From an optimization exercise on the open Yosys and OpenROAD flow, aimed at small area, a short achievable clock period and few clock cycles per item; shortcuts taken in it are not production practice.
In this exercise RTL edits were held to simulation tests only and were not proved equivalent to the original.

## pu_fabric
module pu_fabric #(
    parameter int BUS_STAGES = pu_pkg::BUS_STAGES_DEF,
    parameter int NEIGH_STAGES = pu_pkg::NEIGH_STAGES_DEF,
    parameter int WR_DEPTH = pu_pkg::WR_DEPTH_DEF,
    parameter int RD_DEPTH = pu_pkg::RD_DEPTH_DEF
) (
    input  wire logic             clk,
    input  wire logic             rstn,
    input  wire pu_pkg::pe_mask_t dest_valid,
    input  wire logic [pu_pkg::NUM_PE*pu_pkg::LOG_NUM_PE-1:0] dest_addr,
    input  wire logic [pu_pkg::NUM_PE*pu_pkg::DATA_LEN-1:0] dest_data,
    output pu_pkg::pe_mask_t      fifo_full,
    output pu_pkg::pe_mask_t      src_valid,
    output logic      [pu_pkg::NUM_PE*pu_pkg::DATA_LEN-1:0] src_data,
    input  wire pu_pkg::pe_mask_t src_rq,
    input  wire logic [pu_pkg::NUM_PE*pu_pkg::DATA_LEN-1:0] neigh_in,
    input  wire pu_pkg::pe_mask_t neigh_in_v,
    output logic      [pu_pkg::NUM_PE*pu_pkg::DATA_LEN-1:0] neigh_out,
    output pu_pkg::pe_mask_t      neigh_out_v,
  ...
Size: roughly 400 flip-flops.
==> module bus_arbiter, before the edit <==
module bus_arbiter (
    input  wire logic             clk,
    input  wire logic             rstn,
    input  wire pu_pkg::pe_mask_t dest_valid,
    input  wire logic [pu_pkg::NUM_PE*pu_pkg::LOG_NUM_PE-1:0] dest_addr,
    input  wire logic [pu_pkg::NUM_PE*pu_pkg::DATA_LEN-1:0]   dest_data,
    output pu_pkg::pe_mask_t      fifo_full,
    input  wire pu_pkg::pe_mask_t src_rq,
    output pu_pkg::pe_mask_t      src_valid,
    output logic [pu_pkg::NUM_PE*pu_pkg::DATA_LEN-1:0] src_data
);
    localparam int NP = pu_pkg::NUM_PE;
    localparam int AW = pu_pkg::LOG_NUM_PE;
    localparam int DL = pu_pkg::DATA_LEN;
    pu_pkg::pe_mask_t head_valid;
    logic [NP*AW-1:0] head_addr;
    logic [NP*DL-1:0] head_data;
    pu_pkg::pe_mask_t pop;
    pu_pkg::pe_mask_t grant    [NP];
    pu_pkg::pe_mask_t shown_by [NP];
    pu_pkg::pe_mask_t req      [NP];
    generate
        for (genvar s = 0; s < NP; s++) begin : gen_src
            bus_slave src_inst (
                .clk        (clk),
                .rstn       (rstn),
                .dest_valid (dest_valid[s]),
                .dest_addr  (dest_addr[s*AW +: AW]),
                .dest_data  (dest_data[s*DL +: DL]),
                .fifo_full  (fifo_full[s]),
                .head_valid (head_valid[s]),
                .head_addr  (head_addr[s*AW +: AW]),
                .head_data  (head_data[s*DL +: DL]),
                .shown      (shown_by[s]),
                .src_rq     (src_rq),
                .pop        (pop[s])
            );
        end
        for (genvar d = 0; d < NP; d++) begin : gen_dst
            bus_choice choice_inst (
                .clk       (clk),
                .rstn      (rstn),
                .req       (req[d]),
                .src_rq    (src_rq[d]),
                .grant     (grant[d]),
                .src_valid (src_valid[d])
            );
            bus_mux mux_inst (
                .grant     (grant[d]),
                .head_data (head_data),
                .src_data  (src_data[d*DL +: DL])
            );
        end
    endgenerate
    pu_pkg::pe_mask_t granted;
    pu_pkg::pe_mask_t spec_free;
    pu_pkg::pe_mask_t spec_ok;
    always_comb begin
        granted = '0;
        for (int d = 0; d < NP; d++) begin
            for (int s = 0; s < NP; s++) begin
                shown_by[s][d] = grant[d][s];
            end
            granted = granted | (grant[d] & {NP{src_valid[d]}});
        end
        spec_free = ~head_valid | granted;
        spec_ok = ~granted | pop;
        for (int d = 0; d < NP; d++) begin
            for (int s = 0; s < NP; s++) begin
                req[d][s] = spec_ok[s] && (spec_free[s]
                    ? (dest_valid[s] && (dest_addr[s*AW +: AW] == pu_pkg::pe_addr_t'(d)))
                    : (head_addr[s*AW +: AW] == pu_pkg::pe_addr_t'(d)));
            end
        end
    end
endmodule
Settings: LEC_CHECK=0, CAP_MARGIN=20, CORE_MARGIN=2, CORE_UTILIZATION=40, CTS_BUF_LIST=sky130_fd_sc_hd__clkbuf_8 sky130_fd_sc_hd__clkbuf_16, CTS_CLUSTER_DIAMETER=80, CTS_CLUSTER_SIZE=30, PLACE_DENSITY=0.45, SETUP_SLACK_MARGIN=3.05, SLEW_MARGIN=20, SYNTH_HIERARCHICAL=1, BUFFER_PORTS_ARGS=-buffer_cell sky130_fd_sc_hd__buf_1; clock period 6.5 ns.
standard.sh (not shown) runs the stock make flow with config.mk's settings and CLKGATE_MAP_FILE= SYNTH_SCRIPT=/design/flow/synth_recipe.tcl, a recipe that flattens the netlist after the stock synthesis.
==> flow/flow/run.sh <==
#!/bin/bash
set -o pipefail
cp standard.sh standard_copy.txt 2>/dev/null
echo "export BUFFER_PORTS_ARGS = -buffer_cell sky130_fd_sc_hd__buf_1" >> config.mk
bash standard.sh > standard.log 2>&1
The starting point completed with no timing, DRC or antenna violations.
Testbench counts at the start, summed over its fixed seeds: cycles 887, words 4,096.
Next try:
--- a/flow/design.v
+++ b/flow/design.v
@@ -149,8 +149,29 @@
             src_data = src_data | ({pu_pkg::DATA_LEN{grant[s]}} & head_data[s*pu_pkg::DATA_LEN +: pu_pkg::DATA_LEN]);
         end
     end
 endmodule
+module bus_req (
+    input  wire logic             head_valid,
+    input  wire pu_pkg::pe_addr_t head_addr,
+    input  wire logic             dest_valid,
+    input  wire pu_pkg::pe_addr_t dest_addr,
+    input  wire logic             granted,
+    input  wire logic             pop,
+    output pu_pkg::pe_mask_t      req
+);
+    logic             spec_free;
+    logic             sel_valid;
+    pu_pkg::pe_addr_t sel_addr;
+    always_comb begin
+        spec_free = !head_valid || granted;
+        sel_valid = (!granted || pop) && (spec_free ? dest_valid : 1'b1);
+        sel_addr = spec_free ? dest_addr : head_addr;
+        for (int d = 0; d < pu_pkg::NUM_PE; d++) begin
+            req[d] = sel_valid && (sel_addr == pu_pkg::pe_addr_t'(d));
+        end
+    end
+endmodule
 module bus_arbiter (
     input  wire logic             clk,
     input  wire logic             rstn,
     input  wire pu_pkg::pe_mask_t dest_valid,
@@ -204,28 +225,32 @@
             );
         end
     endgenerate
     pu_pkg::pe_mask_t granted;
-    pu_pkg::pe_mask_t spec_free;
-    pu_pkg::pe_mask_t spec_ok;
+    pu_pkg::pe_mask_t req_by [NP];
     always_comb begin
         granted = '0;
         for (int d = 0; d < NP; d++) begin
             for (int s = 0; s < NP; s++) begin
                 shown_by[s][d] = grant[d][s];
+                req[d][s] = req_by[s][d];
             end
             granted = granted | (grant[d] & {NP{src_valid[d]}});
         end
-        spec_free = ~head_valid | granted;
-        spec_ok = ~granted | pop;
-        for (int d = 0; d < NP; d++) begin
-            for (int s = 0; s < NP; s++) begin
-                req[d][s] = spec_ok[s] && (spec_free[s]
-                    ? (dest_valid[s] && (dest_addr[s*AW +: AW] == pu_pkg::pe_addr_t'(d)))
-                    : (head_addr[s*AW +: AW] == pu_pkg::pe_addr_t'(d)));
-            end
-        end
     end
+    generate
+        for (genvar s = 0; s < NP; s++) begin : gen_req
+            bus_req req_inst (
+                .head_valid (head_valid[s]),
+                .head_addr  (head_addr[s*AW +: AW]),
+                .dest_valid (dest_valid[s]),
+                .dest_addr  (dest_addr[s*AW +: AW]),
+                .granted    (granted[s]),
+                .pop        (pop[s]),
+                .req        (req_by[s])
+            );
+        end
+    endgenerate
 endmodule
 `default_nettype wire
 `timescale 1ns/1ps
 `default_nettype none
Routed wire length climbs slightly.
Setup slack stays flat.
Non-clock buffer count is lower by 41.
Maximum frequency hardly moves.
Sequential cell count is unchanged.
Area after synthesis drops by a few percent.
Clock skew increases by 0.036 ns.
Testbench counts after the change, summed over its fixed seeds: cycles 887, words 4,096.

port drivers added, routing unchanged:
The results above use ideal ports. As a check the final layouts listed here were re-extracted and re-timed, cells and wires unchanged. Step 1, drivers: a clkbuf_16 drives clk and a buf_2 each remaining input, both assumed. Step 2, shift: input delay + t, output delay - t, t = (earliest + latest rising clock arrival at the registers) / 2. This alone moves slack from input paths to output paths. Three values: ideal, step 1, step 2; two values: the first two.
| run | shift t [ns] | setup slack, ns | hold slack, ns | worst setup path at the end | clock arrival spread, ns |
|---|---|---|---|---|---|
| the first run | 0.659 | 3.043 / 2.926 / 2.405 | 0.571 / 0.571 / 0.571 | input to register | 0.032 / 0.032 |
| the second run | 0.697 | 3.040 / 2.932 / 2.349 | 0.572 / 0.572 / 0.572 | input to register | 0.073 / 0.073 |
After both steps every run listed still meets setup and hold. The setup slack of the second run, which loses most, moves by -0.108 ns with the drivers and by -0.691 ns with both steps.
